This design comes from an exercise in tuning for small area and a short achievable clock period on the open sky130 flow, not from production work.
Only simulation tests tie the RTL to the original design; equivalence was not proved.
Power and IR drop assume default switching activity.

== v54 ==
// simple_fixed
module simple_fixed (
  input  logic                   clock,
  input  logic                   reset,
  input  logic [2:0]             instr_format,
  input  logic [10:0]            op_code,
  input  logic [6:0]             dest_reg_addr,
  input  logic [127:0]           src_reg_a,
  input  logic [127:0]           src_reg_b,
  input  logic [17:0]            imm_value,
  input  logic                   enable_reg_write,
  input  logic                   branch_is_taken,
  output logic [127:0]           wb_data,
  output logic [6:0]             wb_reg_addr,
  output logic                   wb_enable_reg_write
);
For scale: ~410 flip-flops, roughly 440 I/O pins, ~22,000 sq um of cells after synthesis.
clock: 5.0 ns
lec_check: 0
abc_area: 1
cap_margin: 20
core_margin: 2
core_utilization: 40
cts_buf_list: sky130_fd_sc_hd__clkbuf_4 sky130_fd_sc_hd__clkbuf_8
setup_slack_margin: 3.1
slew_margin: 20
standard.sh (not shown) runs the stock make flow with config.mk's settings and CLKGATE_MAP_FILE= SYNTH_SCRIPT=/design/flow/synth_recipe.tcl, a recipe that flattens the netlist after the stock synthesis.
==> flow/flow/run.sh <==
#!/bin/bash
# The standard layout (standard.sh, unchanged synthesis and steps), except that the port
# buffers are the smallest buffer cell instead of the one buffer_ports picks by default.
# ORFS writes each step's log under orfs/logs/; make's own output goes to make_finish.log.
set -euo pipefail
cd "$(dirname "$0")/.."
bash standard.sh "BUFFER_PORTS_ARGS=-buffer_cell sky130_fd_sc_hd__buf_1" finish > make_finish.log 2>&1
Inputs modified between v54 and v3:
- CTS_BUF_LIST no longer set, was sky130_fd_sc_hd__clkbuf_4 sky130_fd_sc_hd__clkbuf_8
- SETUP_SLACK_MARGIN now 2.65, was 3.1
==> flow/flow/run.sh <==
#!/bin/bash
# The standard layout (standard.sh: unchanged synthesis and steps) with two changes to how
# cells are chosen: the port buffers are the smallest buffer cell instead of the one
# buffer_ports picks by default, and clock tree synthesis uses clkbuf_4/clkbuf_8 in clusters
# of up to 16 sinks, without dummy loads. ORFS writes each step's log under orfs/logs/;
# make's own output goes to make_finish.log.
set -euo pipefail
cd "$(dirname "$0")/.."
bash standard.sh \
  "BUFFER_PORTS_ARGS=-buffer_cell sky130_fd_sc_hd__buf_1" \
  "CTS_ARGS=-sink_clustering_enable -repair_clock_nets -dont_use_dummy_load -buf_list {sky130_fd_sc_hd__clkbuf_4 sky130_fd_sc_hd__clkbuf_8} -sink_clustering_size 16 -sink_clustering_max_diameter 60" \
  finish > make_finish.log 2>&1
### Flow results
Summary of v3 over v54: design area shrank by 14%, die width level, first-iteration DRC count +62, via count lost 1,122, slew at the pin closest to its max-slew limit climbed 290 ps. Looking at endpoint of the worst setup timing path, the wb_data[42]$_SDFF_PP0_ result is from v54; the wb_data[71]$_SDFF_PP0_ one comes from v3. v54 → v3: worst setup slack dropped 130 ps; cell count has decreased.
Inputs modified between v3 and v4:
- changing CORE_UTILIZATION from 40 to 60
- changing SETUP_SLACK_MARGIN from 2.65 to 2.55
Findings:
- v4 was carried through to the last stage, and its layout satisfied the timing, DRC and antenna checks.
- Re floorplan row count: v4 is 18% down on v3.
- When v4 is measured against v3, its width of the chip turns out about 18% lower.
- Between v3 and v4, half-perimeter wire length after detailed placement is higher for v3, v4 comes in under that.
- Relative to v3, biggest fanout along the worst timing path has increased by 1 in v4.
- Growth of design area from synthesis to finish ended up 5.5 points lower on v4 than on v3.
- The CTS clock-pin slew for the worst setup and hold paths was comparable across v3 and v4.
For v17, these inputs were changed with respect to v4:
- an added CTS_BUF_LIST of sky130_fd_sc_hd__clkbuf_4 sky130_fd_sc_hd__clkbuf_8
- a change of CORE_UTILIZATION from 60 to 40
- a change of SETUP_SLACK_MARGIN from 2.55 to 2.4
==> flow/flow/run.sh <==
#!/bin/bash
# The standard layout (standard.sh, unchanged synthesis and steps), except that the port
# buffers are the smallest buffer cell instead of the one buffer_ports picks by default.
# ORFS writes each step's log under orfs/logs/; make's own output goes to make_finish.log.
set -euo pipefail
cd "$(dirname "$0")/.."
bash standard.sh "BUFFER_PORTS_ARGS=-buffer_cell sky130_fd_sc_hd__buf_1" finish > make_finish.log 2>&1
[summary]
- v17 finished every step from synthesis to the final layout, and the layout passed the timing, DRC and antenna checks.
- In the tables for v4 and v17, global-route usage reads lower with v17.
- i_issue_reg.q_p[111]$_DFF_P_ as the timing endpoint of the critical path was reported by v17, and i_issue_reg.q_p[21]$_DFF_P_ by v4.
- Compared to v4, v17 has met3 routed wirelength 21% lower.
- Compared with v4, in v17 setup slack went up 15 ps, number of logic stages on the critical path including buffering down 2, overall via count from detail_route now smaller, final area went up.
- v17 reports a higher layout clock buffer count than v4 does.
- Where final critical path time including I/O delays and setup is concerned, v4 is outperformed by v17.
- What v4 reported for total power divided by cell area has to be multiplied by 1.15 to get the figure for v17.

[re-timing with driven ports]
In the flow no input, the clock included, has a driving cell. The finished layouts below were timed again as built, in two steps. Step 1: set_driving_cell puts a clkbuf_16 on clock and a buf_2 on each other input, an assumption about the parent block. Step 2 also shifts input and output timing later by t, the mid clock arrival at the registers, as if the neighbouring blocks saw the same clock. a / b / c = no drivers / after step 1 / after step 2; a / b = the first two.
| run | t, ns | setup slack, ns | clock arrival spread, ns |
|---|---|---|---|
| v54 | 0.703 | 2.782 / 2.782 / 2.358 | 0.032 / 0.033 |
| v3 | 0.672 | 2.654 / 2.649 / 2.067 | 0.075 / 0.075 |
| v4 | 0.655 | 2.573 / 2.599 / 1.944 | 0.068 / 0.067 |
| v17 | 0.704 | 2.588 / 2.595 / 1.910 | 0.027 / 0.027 |
After both steps setup and hold are still met in every run listed. The setup slack of v17, which loses most, moves by +0.007 ns with the drivers and by -0.678 ns with both steps.
